Context: an optimization exercise on an open-source flow, tuned for small area, a short achievable clock period and few clock cycles per item. The choices shown serve that exercise and are no tape-out recipe. RTL that was checked went through simulation tests only; none was proved equivalent to the original. Power and IR drop assume default switching activity.

==> inputs of onyx <==
==> flow/design.v (excerpt) <==
module aes_dec_top
(
    input  logic        clk,
    input  logic        reset,
    input  logic [11:0] paddr,
    input  logic        psel,
    input  logic        penable,
    input  logic        pwrite,
    input  logic [31:0] pwdata,
    output logic [31:0] prdata,
    output logic        pready,
    output logic        pslverr
);
    logic         key_we;
    logic [5:0]   key_addr;
    logic [31:0]  key_wdata;
    logic         start;
    logic         fin;
    logic [127:0] ciphertext;
    logic [127:0] plaintext;
    logic [127:0] round_key;
    logic [127:0] last_key;
    logic [31:0]  wdata_z;
    logic [9:0]   round_sel;
    aes_dec_regs i_aes_dec_regs (
        .clk        (clk),
        .reset      (reset),
        .paddr      (paddr),
        .psel       (psel),
        .penable    (penable),
        .pwrite     (pwrite),
        .pwdata     (pwdata),
        .prdata     (prdata),
        .pready     (pready),
        .pslverr    (pslverr),
        .fin        (fin),
        .plaintext  (plaintext),
        .key_we     (key_we),
        .key_addr   (key_addr),
        .key_wdata  (key_wdata),
        .start      (start),
        .wdata_z    (wdata_z),
        .ciphertext (ciphertext)
    );
    aes_round_key_store i_aes_round_key_store (
        .clk       (clk),
        .key_we    (key_we),
        .key_addr  (key_addr),
        .key_wdata (key_wdata),
        .wdata_z   (wdata_z),
        .round_sel (round_sel),
        .round_key (round_key),
        .last_key  (last_key)
    );
    aes_dec_engine i_aes_dec_engine (
        .clk        (clk),
        .reset      (reset),
        .start      (start),
        .ciphertext (ciphertext),
        .last_key   (last_key),
        .round_key  (round_key),
        .round_sel  (round_sel),
        .fin        (fin),
        .plaintext  (plaintext)
    );
endmodule
==> flow/config.mk <==
export PLATFORM = sky130hd
export DESIGN_NAME = aes_dec_top
export DESIGN_NICKNAME = aes_dec_top
export VERILOG_FILES = /design/flow/design.v
export SDC_FILE = /design/flow/constraint.sdc
export NUM_CORES = 8
export LEC_CHECK = 0
export CAP_MARGIN = 20
export CORE_MARGIN = 2
export CORE_UTILIZATION = 40
export CTS_CLUSTER_DIAMETER = 100
export CTS_CLUSTER_SIZE = 25
export SLEW_MARGIN = 20
export TNS_END_PERCENT = 5
==> flow/constraint.sdc <==
create_clock -name core_clock -period 10.0 [get_ports {clk}]
set_input_delay 2.0000 -clock core_clock [delete_from_list [all_inputs] [get_ports {clk}]]
set_output_delay 2.0000 -clock core_clock [all_outputs]
set_load 0.01 [all_outputs]
standard.sh (not shown) runs the stock make flow with config.mk's settings and CLKGATE_MAP_FILE= SYNTH_SCRIPT=/design/flow/synth_recipe.tcl, a recipe that flattens the netlist after the stock synthesis.
==> flow/flow/run.sh <==
#!/bin/bash
# The standard layout (standard.sh, its synthesis unchanged) with two changes to how the layout
# is made: the port buffers are buf_2 cells, and timing repair works until the setup slack reaches
# SETUP_SLACK_MARGIN, well above zero at the 10 ns clock. The tools' output goes to standard.log.
set -euo pipefail
export SETUP_SLACK_MARGIN=7.2
export BUFFER_PORTS_ARGS="-buffer_cell sky130_fd_sc_hd__buf_2"
bash standard.sh > standard.log 2>&1
==> maple: changes against onyx <==
--- a/flow/flow/run.sh
+++ b/flow/flow/run.sh
@@ -5,3 +5,3 @@
 set -euo pipefail
-export SETUP_SLACK_MARGIN=7.2
+export SETUP_SLACK_MARGIN=7.0
 export BUFFER_PORTS_ARGS="-buffer_cell sky130_fd_sc_hd__buf_2"
==> summary.txt <==
|  | onyx | maple |
|---|---|---|
| Leakage power | 38.58 nW | 37.90 nW |
| Combinational-cell power consumption | 0.000775 W | 0.000772 W |
| Worst supply voltage drop on vdd | 0.0001291 V | 0.0001291 V |
| Post-layout power | 0.01440 W | 0.01436 W |
| Post-DP HPWL | 192100 um | 200100 um |
| CP Capture Point | i_aes_dec_regs.ciphertext[116] | i_aes_round_key_store.mem[40][7] |
| Non-filler instance count after layout | 10.68k | 10.60k |
| # placed instances | 9908 | 9930 |
| Final Routed Wirelength | 312100 um | 314000 um |
| Gr usage total | 25.19% | 25.45% |
| Clock net power | 0.00450 W | 0.00447 W |
| Total count of max-transition violations in the final report | 22 | 0 |
| FF-to-FF path depth | 9 | 13 |
| Area of placed instances | 98520 sq um | 98560 sq um |
| Number of gates given a new drive strength after cts | 567 | 420 |
| Number of setup buffers added after CTS | 443 | 317 |
| Antenna violations before repair | 12 | 15 |
| Status | failed layout checks | complete, no violations |
| Reasons for failing layout checks | capacitance limit, slew limit | - |
| Met1 routing resource usage after global routing | 35.03% | 36.17% |
| Final core area utilization | 47.39% | 46.79% |
| Number of DRC violations after detailed-routing iteration 0 | 7781 | 7663 |
| Number of vias per cell after detailed routing | 5.718 | 5.672 |
| Critical path startpoint | pwdata[22] | pwdata[2] |
| Met2 wire length | 139200 um | 140400 um |
| Worst-case setup margin in the final layout | 6.523 ns | 6.550 ns |
| P per Cell Area | 129.4 nW/um^2 | 130.8 nW/um^2 |
No run of this note included a check of the RTL's function; only the layout flow was run.

==> job 7475 <==
Another version of the RTL of aes_dec_top (not shown whole).
==> module aes_dec_engine, before the edit <==
module aes_dec_engine
(
    input  logic         clk,
    input  logic         reset,
    input  logic         start,
    input  logic [127:0] ciphertext,
    input  logic [127:0] last_key,
    input  logic [127:0] round_key,
    output logic [9:0]   round_sel,   
    output logic         fin,         
    output logic [127:0] plaintext
);
    logic         run;
    logic         ph;        
    logic [9:0]   rsel;      
    logic         pend_q;
    logic         z_ok_q;    
    logic         go;
    logic         fin_q;     
    logic [127:0] state_q;
    logic [63:0]  norm_q;    
    logic [127:0] state_d;
    logic [63:0]  norm_d;
    logic [127:0] a_q;
    logic [127:0] z0;
    logic [127:0] s1_out;
    logic [127:0] s2_out;
    assign round_sel = rsel;
    assign plaintext = a_q;
    aes_z0 i_z0 (
        .ct  (ciphertext),
        .k10 (last_key),
        .z   (z0)
    );
    aes_inv_s1 i_s1 (
        .x  (state_q),
        .d  (norm_q),
        .kg (round_key),
        .a  (s1_out)
    );
    aes_inv_s2 i_s2 (
        .a (a_q),
        .y (s2_out)
    );
    assign go  = (start || pend_q) && z_ok_q && !run;
    assign fin = fin_q;
    assign state_d = run ? s2_out : z0;
    aes_norms i_norms (
        .x (state_d),
        .d (norm_d)
    );
    always_ff @(posedge clk)
    begin
        state_q <= state_d;
        norm_q  <= norm_d;
        if (go || (run && !ph))
        begin
            a_q <= s1_out;
        end
    end
    always_ff @(posedge clk)
    begin
        if (reset)
        begin
            run    <= 1'b0;
            ph     <= 1'b0;
            rsel   <= 10'b10_0000_0000;
            pend_q <= 1'b0;
            z_ok_q <= 1'b0;
            fin_q  <= 1'b0;
        end
        else
        begin
            pend_q <= (start || pend_q) && !go;
            fin_q  <= run && !ph && rsel[0];
            z_ok_q <= !run;
            if (go)
            begin
                run  <= 1'b1;
                ph   <= 1'b1;
                rsel <= 10'b01_0000_0000;
            end
            else if (run)
            begin
                ph <= !ph;
                if (!ph)
                begin
                    if (rsel[0])
                    begin
                        run  <= 1'b0;
                        rsel <= 10'b10_0000_0000;
                    end
                    else
                    begin
                        rsel <= rsel >> 1;
                    end
                end
            end
        end
    end
endmodule
Settings: LEC_CHECK=0, CAP_MARGIN=20, CORE_MARGIN=2, CORE_UTILIZATION=40, CTS_CLUSTER_DIAMETER=100, CTS_CLUSTER_SIZE=25, SLEW_MARGIN=20, TNS_END_PERCENT=5; clock period 10.0 ns.
==> flow/flow/run.sh <==
#!/bin/bash
# The standard layout (standard.sh, its synthesis unchanged) with two changes to how the layout
# is made: the port buffers are buf_2 cells, and timing repair works until the setup slack reaches
# SETUP_SLACK_MARGIN, well above zero at the 10 ns clock. The tools' output goes to standard.log.
set -euo pipefail
export SETUP_SLACK_MARGIN=7.0
export BUFFER_PORTS_ARGS="-buffer_cell sky130_fd_sc_hd__buf_2"
bash standard.sh > standard.log 2>&1
==> job 7306: changes against job 7475 <==
--- a/flow/design.v
+++ b/flow/design.v
@@ -737,5 +737,4 @@
     logic         z_ok_q;    
     logic         go;
-    logic         fin_q;     
     logic [127:0] state_q;
     logic [63:0]  norm_q;    
@@ -764,5 +763,5 @@
     );
     assign go  = (start || pend_q) && z_ok_q && !run;
-    assign fin = fin_q;
+    assign fin = run && ph && rsel[0];
     assign state_d = run ? s2_out : z0;
     aes_norms i_norms (
@@ -788,10 +787,8 @@
             pend_q <= 1'b0;
             z_ok_q <= 1'b0;
-            fin_q  <= 1'b0;
         end
         else
         begin
             pend_q <= (start || pend_q) && !go;
-            fin_q  <= run && !ph && rsel[0];
             z_ok_q <= !run;
             if (go)
--- a/flow/flow/run.sh
+++ b/flow/flow/run.sh
@@ -4,5 +4,5 @@
 # SETUP_SLACK_MARGIN, well above zero at the 10 ns clock. The tools' output goes to standard.log.
 set -euo pipefail
-export SETUP_SLACK_MARGIN=7.0
+export SETUP_SLACK_MARGIN=7.3
 export BUFFER_PORTS_ARGS="-buffer_cell sky130_fd_sc_hd__buf_2"
 bash standard.sh > standard.log 2>&1
==> summary.txt <==
|  | job 7306 | job 7475 |
|---|---|---|
| Outcome | no timing/DRC/antenna violations | no timing/DRC/antenna violations |
| Critical path origin | paddr[9] | psel |
| Initial Util | 0.401 | 0.402 |
| Power in sequential cells | 0.00907 W | 0.00909 W |
| Die width | 494 um | 493 um |
| Clk. pwr | 0.00454 W | 0.00453 W |
| Total number of vias | 64400 | 62200 |
| Diodes inserted | 18 | 6 |
| Final Critical Period | 3.44 ns | 3.50 ns |
| Maximum number of pins on one net before global-route repair | 109 | 116 |
| Achievable frequency | 291 MHz | 286 MHz |
| Met3 usage | 0.0490 | 0.0396 |
| Sequential cell area | 55900 um2 | 55800 um2 |
| Power in combinational cells | 0.000632 W | 0.000627 W |
| Total non-filler cell area in the finished layout | 112000 um2 | 110000 um2 |
| Detail-routed net length per standard cell | 30.5 um | 29.6 um |
| Worst setup path endpoint | i_aes_dec_regs.prdata_q[18]$_SDFF_PP0_ | i_aes_round_key_store.mem[43][8]$_DFFE_PP_ |
Testbench counts of job 7475, summed over its fixed seeds: cycles 7,296, blocks 192.
Testbench counts of job 7306, summed over its fixed seeds: cycles 6,912, blocks 192.

==> run X <==
aes_dec_top, a different RTL version from the one above (not shown whole).
==> module aes_round_key_store, before the edit <==
module aes_round_key_store
(
    input  logic         clk,
    input  logic         key_we,
    input  logic [5:0]   key_addr,
    input  logic [31:0]  key_wdata,
    input  logic [39:0]  round_sel,    
    output logic [127:0] round_key,    
    output logic [127:0] last_key      
);
    logic [31:0] mem [44];
    logic [31:0] wdata_g;
    logic [31:0] kc;
    logic        pend_q;
    logic [5:0]  pend_addr_q;
    logic [31:0] pend_data_q;
    aes_g_word i_g (
        .i (pend_data_q),
        .o (wdata_g)
    );
    aes_kc_word i_kc (
        .o (kc)
    );
    always_ff @(posedge clk)
    begin
        pend_q      <= key_we && (key_addr < 6'd40);
        pend_addr_q <= key_addr;
        pend_data_q <= key_wdata;
    end
    always_ff @(posedge clk)
    begin
        for (int i = 0; i < 44; i++)
        begin
            if (i >= 40)
            begin
                if (key_we && (key_addr == 6'(i)))
                begin
                    mem[i] <= key_wdata;
                end
            end
            else if (pend_q && (pend_addr_q == 6'(i)))
            begin
                mem[i] <= (i >= 4) ? (wdata_g ^ kc) : wdata_g;
            end
        end
    end
    assign last_key = {mem[40], mem[41], mem[42], mem[43]};
    always_comb
    begin
        round_key = '0;
        for (int r = 0; r < 10; r++)
        begin
            for (int c = 0; c < 4; c++)
            begin
                if (round_sel[10 * c + r])
                begin
                    round_key[127 - 32 * c -: 32] = round_key[127 - 32 * c -: 32] | mem[4 * r + c];
                end
            end
        end
    end
endmodule
==> module aes_dec_engine, before the edit <==
module aes_dec_engine
(
    input  logic         clk,
    input  logic         reset,
    input  logic         start,
    input  logic [127:0] ciphertext,
    input  logic [127:0] last_key,
    input  logic [127:0] round_key,
    output logic [39:0]  round_sel,   
    output logic         fin,         
    output logic [127:0] plaintext
);
    logic         run;
    logic         ph;        
    logic [9:0]   rsel;      
    logic [9:0]   ksel [4];  
    logic         pend_q;
    logic         z_ok_q;    
    logic         go;
    logic [127:0] state_q;
    logic [63:0]  norm_q;    
    logic [127:0] state_d;
    logic [63:0]  norm_d;
    logic [127:0] a_q;
    logic [127:0] z0;
    logic [127:0] s1_out;
    logic [127:0] s2_out;
    assign round_sel = {ksel[3], ksel[2], ksel[1], ksel[0]};
    assign plaintext = a_q;
    aes_z0 i_z0 (
        .ct  (ciphertext),
        .k10 (last_key),
        .z   (z0)
    );
    aes_inv_s1 i_s1 (
        .x  (state_q),
        .d  (norm_q),
        .kg (round_key),
        .a  (s1_out)
    );
    aes_inv_s2 i_s2 (
        .a (a_q),
        .y (s2_out)
    );
    assign go  = (start || pend_q) && z_ok_q && !run;
    assign fin = run && ph && rsel[0];
    assign state_d = run ? s2_out : z0;
    aes_norms i_norms (
        .x (state_d),
        .d (norm_d)
    );
    always_ff @(posedge clk)
    begin
        state_q <= state_d;
        norm_q  <= norm_d;
        if (go || (run && !ph))
        begin
            a_q <= s1_out;
        end
    end
    always_ff @(posedge clk)
    begin
        for (int c = 0; c < 4; c++)
        begin
            if (reset)
            begin
                ksel[c] <= 10'b10_0000_0000;
            end
            else if (go)
            begin
                ksel[c] <= 10'b01_0000_0000;
            end
            else if (run && !ph)
            begin
                ksel[c] <= ksel[c][0] ? 10'b10_0000_0000 : (ksel[c] >> 1);
            end
        end
    end
    always_ff @(posedge clk)
    begin
        if (reset)
        begin
            run    <= 1'b0;
            ph     <= 1'b0;
            rsel   <= 10'b10_0000_0000;
            pend_q <= 1'b0;
            z_ok_q <= 1'b0;
        end
        else
        begin
            pend_q <= (start || pend_q) && !go;
            z_ok_q <= !run;
            if (go)
            begin
                run  <= 1'b1;
                ph   <= 1'b1;
                rsel <= 10'b01_0000_0000;
            end
            else if (run)
            begin
                ph <= !ph;
                if (!ph)
                begin
                    if (rsel[0])
                    begin
                        run  <= 1'b0;
                        rsel <= 10'b10_0000_0000;
                    end
                    else
                    begin
                        rsel <= rsel >> 1;
                    end
                end
            end
        end
    end
endmodule
==> module aes_dec_top, before the edit <==
module aes_dec_top
(
    input  logic        clk,
    input  logic        reset,
    input  logic [11:0] paddr,
    input  logic        psel,
    input  logic        penable,
    input  logic        pwrite,
    input  logic [31:0] pwdata,
    output logic [31:0] prdata,
    output logic        pready,
    output logic        pslverr
);
    logic         key_we;
    logic [5:0]   key_addr;
    logic [31:0]  key_wdata;
    logic         start;
    logic         fin;
    logic [127:0] ciphertext;
    logic [127:0] plaintext;
    logic [127:0] round_key;
    logic [127:0] last_key;
    logic [39:0]  round_sel;
    aes_dec_regs i_aes_dec_regs (
        .clk        (clk),
        .reset      (reset),
        .paddr      (paddr),
        .psel       (psel),
        .penable    (penable),
        .pwrite     (pwrite),
        .pwdata     (pwdata),
        .prdata     (prdata),
        .pready     (pready),
        .pslverr    (pslverr),
        .fin        (fin),
        .plaintext  (plaintext),
        .key_we     (key_we),
        .key_addr   (key_addr),
        .key_wdata  (key_wdata),
        .start      (start),
        .ciphertext (ciphertext)
    );
    aes_round_key_store i_aes_round_key_store (
        .clk       (clk),
        .key_we    (key_we),
        .key_addr  (key_addr),
        .key_wdata (key_wdata),
        .round_sel (round_sel),
        .round_key (round_key),
        .last_key  (last_key)
    );
    aes_dec_engine i_aes_dec_engine (
        .clk        (clk),
        .reset      (reset),
        .start      (start),
        .ciphertext (ciphertext),
        .last_key   (last_key),
        .round_key  (round_key),
        .round_sel  (round_sel),
        .fin        (fin),
        .plaintext  (plaintext)
    );
endmodule
Settings: LEC_CHECK=0, CAP_MARGIN=20, CORE_MARGIN=2, CORE_UTILIZATION=60, CTS_CLUSTER_DIAMETER=100, CTS_CLUSTER_SIZE=25, SLEW_MARGIN=20, TNS_END_PERCENT=5; clock period 10.0 ns.
==> flow/flow/run.sh <==
#!/bin/bash
# The standard layout (standard.sh, its synthesis unchanged) with two changes to how the layout
# is made: the port buffers are buf_2 cells, and timing repair works until the setup slack reaches
# SETUP_SLACK_MARGIN, well above zero at the 10 ns clock. The tools' output goes to standard.log.
set -euo pipefail
export SETUP_SLACK_MARGIN=7.0
export BUFFER_PORTS_ARGS="-buffer_cell sky130_fd_sc_hd__buf_2"
bash standard.sh > standard.log 2>&1
==> inputs of run G, as changes to run X <==
--- a/flow/design.v
+++ b/flow/design.v
@@ -541,5 +541,5 @@
     input  logic [5:0]   key_addr,
     input  logic [31:0]  key_wdata,
-    input  logic [39:0]  round_sel,    
+    input  logic [9:0]   round_sel,    
     output logic [127:0] round_key,    
     output logic [127:0] last_key      
@@ -587,10 +587,7 @@
         for (int r = 0; r < 10; r++)
         begin
-            for (int c = 0; c < 4; c++)
+            if (round_sel[r])
             begin
-                if (round_sel[10 * c + r])
-                begin
-                    round_key[127 - 32 * c -: 32] = round_key[127 - 32 * c -: 32] | mem[4 * r + c];
-                end
+                round_key = round_key | {mem[4 * r], mem[4 * r + 1], mem[4 * r + 2], mem[4 * r + 3]};
             end
         end
@@ -727,5 +724,5 @@
     input  logic [127:0] last_key,
     input  logic [127:0] round_key,
-    output logic [39:0]  round_sel,   
+    output logic [9:0]   round_sel,   
     output logic         fin,         
     output logic [127:0] plaintext
@@ -734,5 +731,4 @@
     logic         ph;        
     logic [9:0]   rsel;      
-    logic [9:0]   ksel [4];  
     logic         pend_q;
     logic         z_ok_q;    
@@ -746,5 +742,5 @@
     logic [127:0] s1_out;
     logic [127:0] s2_out;
-    assign round_sel = {ksel[3], ksel[2], ksel[1], ksel[0]};
+    assign round_sel = rsel;
     assign plaintext = a_q;
     aes_z0 i_z0 (
@@ -781,22 +777,4 @@
     always_ff @(posedge clk)
     begin
-        for (int c = 0; c < 4; c++)
-        begin
-            if (reset)
-            begin
-                ksel[c] <= 10'b10_0000_0000;
-            end
-            else if (go)
-            begin
-                ksel[c] <= 10'b01_0000_0000;
-            end
-            else if (run && !ph)
-            begin
-                ksel[c] <= ksel[c][0] ? 10'b10_0000_0000 : (ksel[c] >> 1);
-            end
-        end
-    end
-    always_ff @(posedge clk)
-    begin
         if (reset)
         begin
@@ -860,5 +838,5 @@
     logic [127:0] round_key;
     logic [127:0] last_key;
-    logic [39:0]  round_sel;
+    logic [9:0]   round_sel;
     aes_dec_regs i_aes_dec_regs (
         .clk        (clk),
CORE_UTILIZATION = 40   (was 60)
==> inputs of run D, as changes to run X <==
CORE_UTILIZATION = 40   (was 60)
==> out/qor.yml <==
status: "no timing/DRC/antenna violations"
dieArea_um2: 168000
n_clock_buffer: 157
clk_latency_ps: 790
synthMuxAreaShare_pct: 2.73
place_ws_ps: 5100
seq_cell_count: 1994
critPathKind: "reg2out"
fp.dieW_um: 410
ir_worst_vdd_v: 0.000208
gr-usage-all-layers_pct: 37.8
the above is filed under run X

==> out/qor.yml <==
status: "no timing/DRC/antenna violations"
seq_cell_count: 1954
critPathKind: "reg2reg"
antenna_left: 0
ir_worst_vdd_v: 0.000141
clk_latency_ps: 810
gr-usage-all-layers_pct: 24.9
synthMuxAreaShare_pct: 2.37
the above is filed under run G

==> out/qor.yml <==
ir_worst_vdd_v: 0.000157
dieArea_um2: 251000
critPathKind: "reg2reg"
gr-usage-all-layers_pct: 25.4
fp.dieW_um: 501
place_ws_ps: 4870
n_clock_buffer: 159
status: "no timing/DRC/antenna violations"
clk_latency_ps: 820
synthMuxAreaShare_pct: 2.73
the above is filed under run D

Function was not checked in any run of this note: the RTL went through the layout flow alone.

static timing again, ports no longer ideal:
In the flow no input, the clock included, has a driving cell. The finished layouts below were timed again as built, in two steps.
Step 1, drivers: a clkbuf_16 drives clk and a buf_2 each remaining input, both assumed.
Step 2 also shifts input and output timing later by t, the mid clock arrival at the registers, as if the neighbouring blocks saw the same clock.
a / b / c = no drivers / after step 1 / after step 2; a / b = the first two.
| run | t, ns | setup WS [ns] | hold slack, ns | worst register clock-pin slew, ns | worst slew at a driven data input, ns |
|---|---|---|---|---|---|
| onyx | 0.862 | 6.523 / 6.522 / 5.696 | 0.411 / 0.411 / 0.411 | 0.11 / 0.11 | 0.47 |
| maple | 0.857 | 6.550 / 6.439 / 5.583 | 0.419 / 0.419 / 0.419 | 0.11 / 0.11 | 0.34 |
| job 7475 | 0.865 | 6.504 / 6.458 / 5.679 | 0.477 / 0.477 / 0.477 | 0.11 / 0.11 | 0.20 |
| job 7306 | 0.881 | 6.561 / 6.547 / 5.668 | 0.373 / 0.373 / 0.373 | 0.11 / 0.11 | 0.20 |
| run X | 0.841 | 6.723 / 6.635 / 5.795 | 0.405 / 0.405 / 0.405 | 0.11 / 0.11 | 0.32 |
| run G | 0.889 | 6.584 / 6.558 / 5.724 | 0.426 / 0.426 / 0.426 | 0.11 / 0.11 | 0.25 |
| run D | 0.884 | 6.665 / 6.516 / 5.632 | 0.380 / 0.380 / 0.380 | 0.11 / 0.11 | 0.33 |
The setup slack of run D, which loses most, moves by -0.149 ns with the drivers and by -1.033 ns with both steps.
